This design comes from an exercise in tuning for a short achievable clock period and few clock cycles per item on the open sky130 flow, not from production work. In this exercise RTL edits were held to simulation tests only and were not proved equivalent to the original. The flow treats the clock pin as an ideal source, which a real chip does not have. No activity file was given, so power comes from the tool's default toggle rates.

==> job 3560 <==
// rtype_exec_unit
module rtype_exec_unit (
    input  logic        clk,
    input  logic        rst,
    input  logic        instr_valid,
    output logic        instr_ready,
    input  logic [31:0] instruction,
    input  logic        cfg_we,
    input  logic [4:0]  cfg_addr,
    input  logic [31:0] cfg_wdata,
    output logic [31:0] dbg_rdata,
    output logic        wb_valid,
    input  logic        wb_ready,
    output logic [4:0]  wb_rd,
    output logic [31:0] wb_data,
    output logic        illegal,
    output logic [15:0] retired
);
Settings: LEC_CHECK=0, ABC_AREA=1, CAP_MARGIN=20, CORE_MARGIN=2, CORE_UTILIZATION=25, PLACE_DENSITY=0.35, SETUP_SLACK_MARGIN=5, SLEW_MARGIN=20; clock period 8.0 ns.
run.sh (not shown) runs the stock make flow with config.mk's settings and CLKGATE_MAP_FILE= SYNTH_SCRIPT=/design/flow/synth_recipe.tcl, a recipe that flattens the netlist after the stock synthesis.
==> job 6838: changes against job 3560 <==
--- a/flow/design.v
+++ b/flow/design.v
@@ -52,12 +52,14 @@
     parameter int XLEN = 32
 ) (
     input  logic            clk,
     input  logic            rst,
     input  logic [31:0]     a_sel,
+    input  logic [31:0]     a_sel_hi,
     output logic [XLEN-1:0] a_data,
     input  logic [31:0]     b_sel,
+    input  logic [31:0]     b_sel_hi,
     output logic [XLEN-1:0] b_data,
     input  logic [4:0]      d_addr,
     output logic [XLEN-1:0] d_data,
     input  logic            we,
     input  logic [4:0]      waddr,
@@ -73,12 +75,12 @@
     end
     always_comb begin
         a_data = '0;
         b_data = '0;
         for (int i = 1; i < 32; i++) begin
-            a_data = a_data | ({XLEN{a_sel[i]}} & rf[i]);
-            b_data = b_data | ({XLEN{b_sel[i]}} & rf[i]);
+            a_data = a_data | ({{(XLEN-XLEN/2){a_sel_hi[i]}}, {(XLEN/2){a_sel[i]}}} & rf[i]);
+            b_data = b_data | ({{(XLEN-XLEN/2){b_sel_hi[i]}}, {(XLEN/2){b_sel[i]}}} & rf[i]);
         end
     end
     assign d_data = d_addr == '0 ? '0 : rf[d_addr];
 endmodule
 import rtype_pkg::*;
@@ -108,62 +110,68 @@
     output logic            illegal,
     output logic [15:0]     retired
 );
     logic            s_v, d_v, e_v;
     logic [31:0]     s_ins, d_ins;
+    logic [31:0]     d_oh1, d_oh2;   
+    logic [31:0]     d_oh1h, d_oh2h;  
     logic [XLEN-1:0] e_a, e_b;
     logic [3:0]      e_sl, e_sm;     
     logic            e_wr;
     logic [4:0]      e_rd;
     logic [10:0]     e_ctl;
     logic            w_pend;
     logic [4:0]      w_rd;
     logic [XLEN-1:0] w_data;
-    logic acc, in_legal, rdy_w, rdy_e, rdy_d;
+    logic acc, in_legal, rdy_w, rdy_e, rdy_d, stall_w, hold_d, done_e;
     assign acc      = instr_valid && instr_ready;
     assign in_legal = rtype_pkg::rtype_legal(instruction);
     assign rdy_w    = !wb_valid || wb_ready;
     assign rdy_e    = !e_v || rdy_w;
     assign rdy_d    = !d_v || rdy_e;
+    assign stall_w  = wb_valid && !wb_ready;          
+    assign hold_d   = d_v && e_v && stall_w;          
+    assign done_e   = e_v && rdy_w;                   
     logic [4:0]      d_rs1, d_rs2, d_rd;
-    logic [31:0]     d_oh1, d_oh2, n_oh1, n_oh2;
-    logic [31:0]     n_ins;
-    logic [XLEN-1:0] rf_a, rf_b, dbg_d, d_a, d_b;
+    logic [31:0]     n_ins, n_oh1, n_oh2, n_oh1h, n_oh2h;
+    logic [XLEN-1:0] rf_a, rf_b, rf_d, d_a, d_b;
     logic            d_fa, d_fb;
     logic [10:0]     d_ctl;
-    logic            rf_we;
-    logic [4:0]      rf_wa;
-    logic [XLEN-1:0] rf_wd;
     assign d_rs1 = d_ins[19:15];
     assign d_rs2 = d_ins[24:20];
     assign d_rd  = d_ins[11:7];
     assign n_ins = s_v ? s_ins : instruction;
     assign n_oh1 = 32'd1 << n_ins[19:15];
     assign n_oh2 = 32'd1 << n_ins[24:20];
-    assign rf_we = w_pend || cfg_we;
-    assign rf_wa = w_pend ? w_rd : cfg_addr;
-    assign rf_wd = w_pend ? w_data : cfg_wdata;
+    always_comb begin
+        for (int k = 0; k < 32; k++) begin
+            n_oh1h[k] = n_ins[19:15] == 5'(k);
+            n_oh2h[k] = n_ins[24:20] == 5'(k);
+        end
+    end
     rtype_regfile #(.XLEN(XLEN)) u_rf (
         .clk    (clk),
         .rst    (rst),
         .a_sel  (d_oh1),
+        .a_sel_hi (d_oh1h),
         .a_data (rf_a),
         .b_sel  (d_oh2),
+        .b_sel_hi (d_oh2h),
         .b_data (rf_b),
         .d_addr (cfg_addr),
-        .d_data (dbg_d),
-        .we     (rf_we),
-        .waddr  (rf_wa),
-        .wdata  (rf_wd)
+        .d_data (rf_d),
+        .we     (w_pend),
+        .waddr  (w_rd),
+        .wdata  (w_data)
     );
     assign d_a  = (w_pend && w_rd == d_rs1) ? w_data : rf_a;
     assign d_b  = (w_pend && w_rd == d_rs2) ? w_data : rf_b;
     assign d_fa = e_v && e_wr && e_rd == d_rs1;
     assign d_fb = e_v && e_wr && e_rd == d_rs2;
     assign d_ctl = rtype_pkg::rtype_ctl(d_ins[14:12], d_ins[30]);
     logic            hold_e, fa_n, fa_r, fa_i, fb;
-    logic [XLEN-1:0] d_ac, e_a_nx, e_b_nx, wb_data_nx;
+    logic [XLEN-1:0] d_ac, e_a_nx, e_b_nx;
     logic [3:0]      e_sl_nx, e_sm_nx;
     assign hold_e = !rdy_e;
     assign fa_n   = rdy_e && d_fa && !d_ctl[C_SLL] && !d_ctl[C_INV];
     assign fa_r   = rdy_e && d_fa && d_ctl[C_SLL];
     assign fa_i   = rdy_e && d_fa && !d_ctl[C_SLL] && d_ctl[C_INV];
@@ -181,15 +189,13 @@
                    | ({4{fb}} & (4'd1 << alu_y[1:0]))
                    | ({4{rdy_e && !d_fb}} & (4'd1 << d_b[1:0]));
     assign e_sm_nx = ({4{hold_e}} & e_sm)
                    | ({4{fb}} & (4'd1 << alu_y[3:2]))
                    | ({4{rdy_e && !d_fb}} & (4'd1 << d_b[3:2]));
-    assign wb_data_nx = ({XLEN{!(rdy_w && e_v)}} & wb_data)
-                      | ({XLEN{rdy_w && e_v}} & alu_y);
-    assign alu_ctl = e_ctl;
-    assign alu_a   = e_a;
-    assign alu_b   = e_b;
+    assign alu_ctl    = e_ctl;
+    assign alu_a      = e_a;
+    assign alu_b      = e_b;
     assign alu_sh_lo  = e_sl;
     assign alu_sh_mid = e_sm;
     always_ff @(posedge clk or posedge rst) begin
         if (rst) begin
             instr_ready <= 1'b0;
@@ -217,35 +223,31 @@
                 e_v   <= d_v;
                 e_wr  <= d_rd != 5'd0;
                 e_rd  <= d_rd;
                 e_ctl <= d_ctl;
             end
-            w_pend <= rdy_w && e_v && e_wr;
-            if (rdy_w) begin
-                wb_valid <= e_v;
-                if (e_v) begin
-                    wb_rd   <= e_rd;
-                    retired <= retired + 16'd1;
-                end
-            end
+            if (rdy_w) wb_valid <= e_v;
+            wb_rd <= ({5{done_e}} & e_rd) | ({5{stall_w}} & wb_rd);
+            if (done_e) retired <= retired + 16'd1;
+            w_pend <= (cfg_we && cfg_addr != 5'd0) || (done_e && e_wr);
         end
     end
     always_ff @(posedge clk) begin
-        dbg_rdata <= dbg_d;
+        dbg_rdata <= (w_pend && w_rd == cfg_addr) ? w_data : rf_d;
         if (!s_v) s_ins <= instruction;
-        if (rdy_d) begin
-            d_ins <= n_ins;
-            d_oh1 <= n_oh1;
-            d_oh2 <= n_oh2;
-        end
+        d_ins   <= ({32{rdy_d}} & n_ins) | ({32{hold_d}} & d_ins);
+        d_oh1   <= ({32{rdy_d}} & n_oh1) | ({32{hold_d}} & d_oh1);
+        d_oh2   <= ({32{rdy_d}} & n_oh2) | ({32{hold_d}} & d_oh2);
+        d_oh1h  <= ({32{rdy_d}} & n_oh1h) | ({32{hold_d}} & d_oh1h);
+        d_oh2h  <= ({32{rdy_d}} & n_oh2h) | ({32{hold_d}} & d_oh2h);
         e_a     <= e_a_nx;
         e_b     <= e_b_nx;
         e_sl    <= e_sl_nx;
         e_sm    <= e_sm_nx;
-        wb_data <= wb_data_nx;
-        w_data  <= alu_y;
-        w_rd   <= e_rd;
+        wb_data <= ({XLEN{done_e}} & alu_y) | ({XLEN{stall_w}} & wb_data);
+        w_data  <= cfg_we ? cfg_wdata : alu_y;
+        w_rd    <= cfg_we ? cfg_addr : e_rd;
     end
 endmodule
 import rtype_pkg::*;
 module rtype_alu
 #(
==> flow/flow/run.sh (new file) <==
#!/bin/bash
# Own layout flow: the standard ORFS flow (standard.sh, unchanged synthesis) with
#  - plain sky130_fd_sc_hd__buf_4 port buffers instead of buffer_ports' default delay cells,
#  - plain inverters for ABC's low-power clock inverters and extra setup-repair passes
#    after CTS (post_cts.tcl),
#  - antenna repair with a ratio margin after global routing (post_grt.tcl),
#  - more rounds of ORFS's antenna repair-and-route loop after detailed routing (post_drt.tcl).
# make's output goes to run_make.log; each ORFS step keeps its own log under orfs/logs/.
set -euo pipefail
W=$(pwd)
F="$W/flow"
bash "$W/standard.sh" \
  "BUFFER_PORTS_ARGS=-buffer_cell sky130_fd_sc_hd__buf_4" \
  "POST_CTS_TCL=$F/post_cts.tcl" \
  "POST_GLOBAL_ROUTE_TCL=$F/post_grt.tcl" \
  "POST_DETAIL_ROUTE_TCL=$F/post_drt.tcl" \
  finish > "$W/run_make.log" 2>&1
==> flow/flow/post_cts.tcl (new file) <==
# After CTS: logic inverters mapped to low-power clock inverters become plain inverters, then
# further setup repair at rising margins (the period stays the design's), then legalise the
# placement again.
foreach inst [get_cells *] {
  if {[string match "sky130_fd_sc_hd__clkinvlp_*" [get_property $inst ref_name]] &&
      [string match "_*" [get_full_name $inst]]} {
    replace_cell $inst sky130_fd_sc_hd__inv_4
  }
}
estimate_parasitics -placement
foreach m {4.0 4.5 5.0 5.5} {
  puts "post_cts: repair_timing -setup -setup_margin $m"
  repair_timing -setup -setup_margin $m -repair_tns 100
  estimate_parasitics -placement
  report_worst_slack -max
}
detailed_placement
check_placement -verbose
estimate_parasitics -placement
report_worst_slack -max
report_worst_slack -min
==> flow/flow/post_drt.tcl (new file) <==
# After detailed routing and ORFS's own antenna loop: while antenna violations remain, repair
# them again (as ORFS's loop does, without a ratio margin) and route again.
set post_drt_iter 0
while { [check_antennas] > 0 && $post_drt_iter < 6 } {
  incr post_drt_iter
  puts "post_drt: antenna repair round $post_drt_iter"
  repair_antennas
  detailed_route {*}$::all_args
}
puts "post_drt: antenna violations left [check_antennas]"
==> flow/flow/post_grt.tcl (new file) <==
# After global routing: antenna repair again, aiming 20% below the rule ratios, so that few
# violations are left for the repair after detailed routing.
puts "post_grt: repair_antennas -ratio_margin 20"
repair_antennas -iterations 5 -ratio_margin 20
check_placement -verbose
estimate_parasitics -global_routing
==> flow/standard.sh (new file) <==
#!/bin/bash
# synth_recipe.tcl (not shown) runs the flow's synth.tcl, then flattens the netlist and writes it again
# the make line also repeats each setting of config.mk as NAME=value (left out here)
make -C /OpenROAD-flow-scripts/flow DESIGN_CONFIG=/design/flow/config.mk WORK_HOME=/design/flow/orfs CLKGATE_MAP_FILE= SYNTH_SCRIPT=/design/flow/synth_recipe.tcl "${@:-finish}"
- CORE_UTILIZATION: 25 -> 30
- PLACE_DENSITY: 0.35 -> 0.45
removed: flow/run.sh
==> qor summary <==
                                                                                 job 3560                  job 6838
Status                                                           finished with violations            finished clean
Layout check failures                                                       antenna rules                         -
Post-synth EDFFs                                                                      113                         0
Standard cell with the maximum stage delay on the critical path  sky130_fd_sc_hd__nand3_1  sky130_fd_sc_hd__dfxtp_4
First-iteration detailed-routing DRC count                                         17,360                    20,050
NumNets Final                                                                      11,490                    12,080
Vias                                                                               91,830                    97,950
Register area share after synthesis                                                42.80%                    41.88%
Final setup slack of the worst path                                               4752 ps                   4941 ps
Total power density per cell area                                           249.2 mW/mm^2             274.4 mW/mm^2
Worst slack at placement                                                          1794 ps                   3008 ps
Utilization after layout                                                           30.84%                    37.37%
Routed length on met2                                                     235,400 microns           237,900 microns
Wire length of the first global-routing pass                              798,000 microns           817,000 microns
Endpoint type of the worst setup path                                           flip-flop            primary output
Met2 routing resource usage after global routing                                   51.10%                    61.24%
Leakage power                                                                    43.12 nW                  45.16 nW
Met3 GRT Util                                                                      14.22%                    20.85%
Portion of total power attributed to combinational logic                            21.3%                     26.2%
Hold EP                                                                    u_ctrl.w_rd[1]        u_ctrl.wb_data[18]
Total placed instance area                                                  0.08258 sq mm             0.08335 sq mm
Asr flop ratio synth                                                               79.14%                    75.57%
Iteration count of the initial detailed-routing pass                                    9                        10
Multi-input gates                                                                   8,514                     8,856
Die outline area                                                             0.3084 sq mm              0.2638 sq mm
Fraction of the mapped netlist area in compound gates                              15.14%                    15.62%
Testbench counts of job 3560, summed over its fixed seeds: cycles 3,224, items 3,200.
Testbench counts of job 6838, summed over its fixed seeds: cycles 3,224, items 3,200.

-- separate check: timing with driven ports --
The flow's constraints put no driver on any port. The routed layouts listed below were extracted and timed again, unchanged, in two steps.
Step 1 assumes that a clkbuf_16 drives the clock port and a buf_2 every other input.
Step 2 times the ports against the registers' clock, not the clock port: input delays grow and output delays shrink by t, the midpoint of the rising clock arrivals with the driver on.
Slacks: ideal ports / drivers / drivers and shift; pairs: ideal ports / drivers.
run | shift t [ns] | setup WS [ns] | clock arrival spread, ns | worst data-port slew with drivers (ns) | pins driven straight from the clock port
job 3560 | 0.995 | 4.752 / 4.752 / 3.863 | 0.076 / 0.075 | 0.20 | 1
job 6838 | 0.959 | 4.941 / 4.840 / 4.218 | 0.043 / 0.043 | 0.35 | 1
The setup slack of job 3560, which loses most, moves by 0.000 ns with the drivers and by -0.889 ns with both steps.
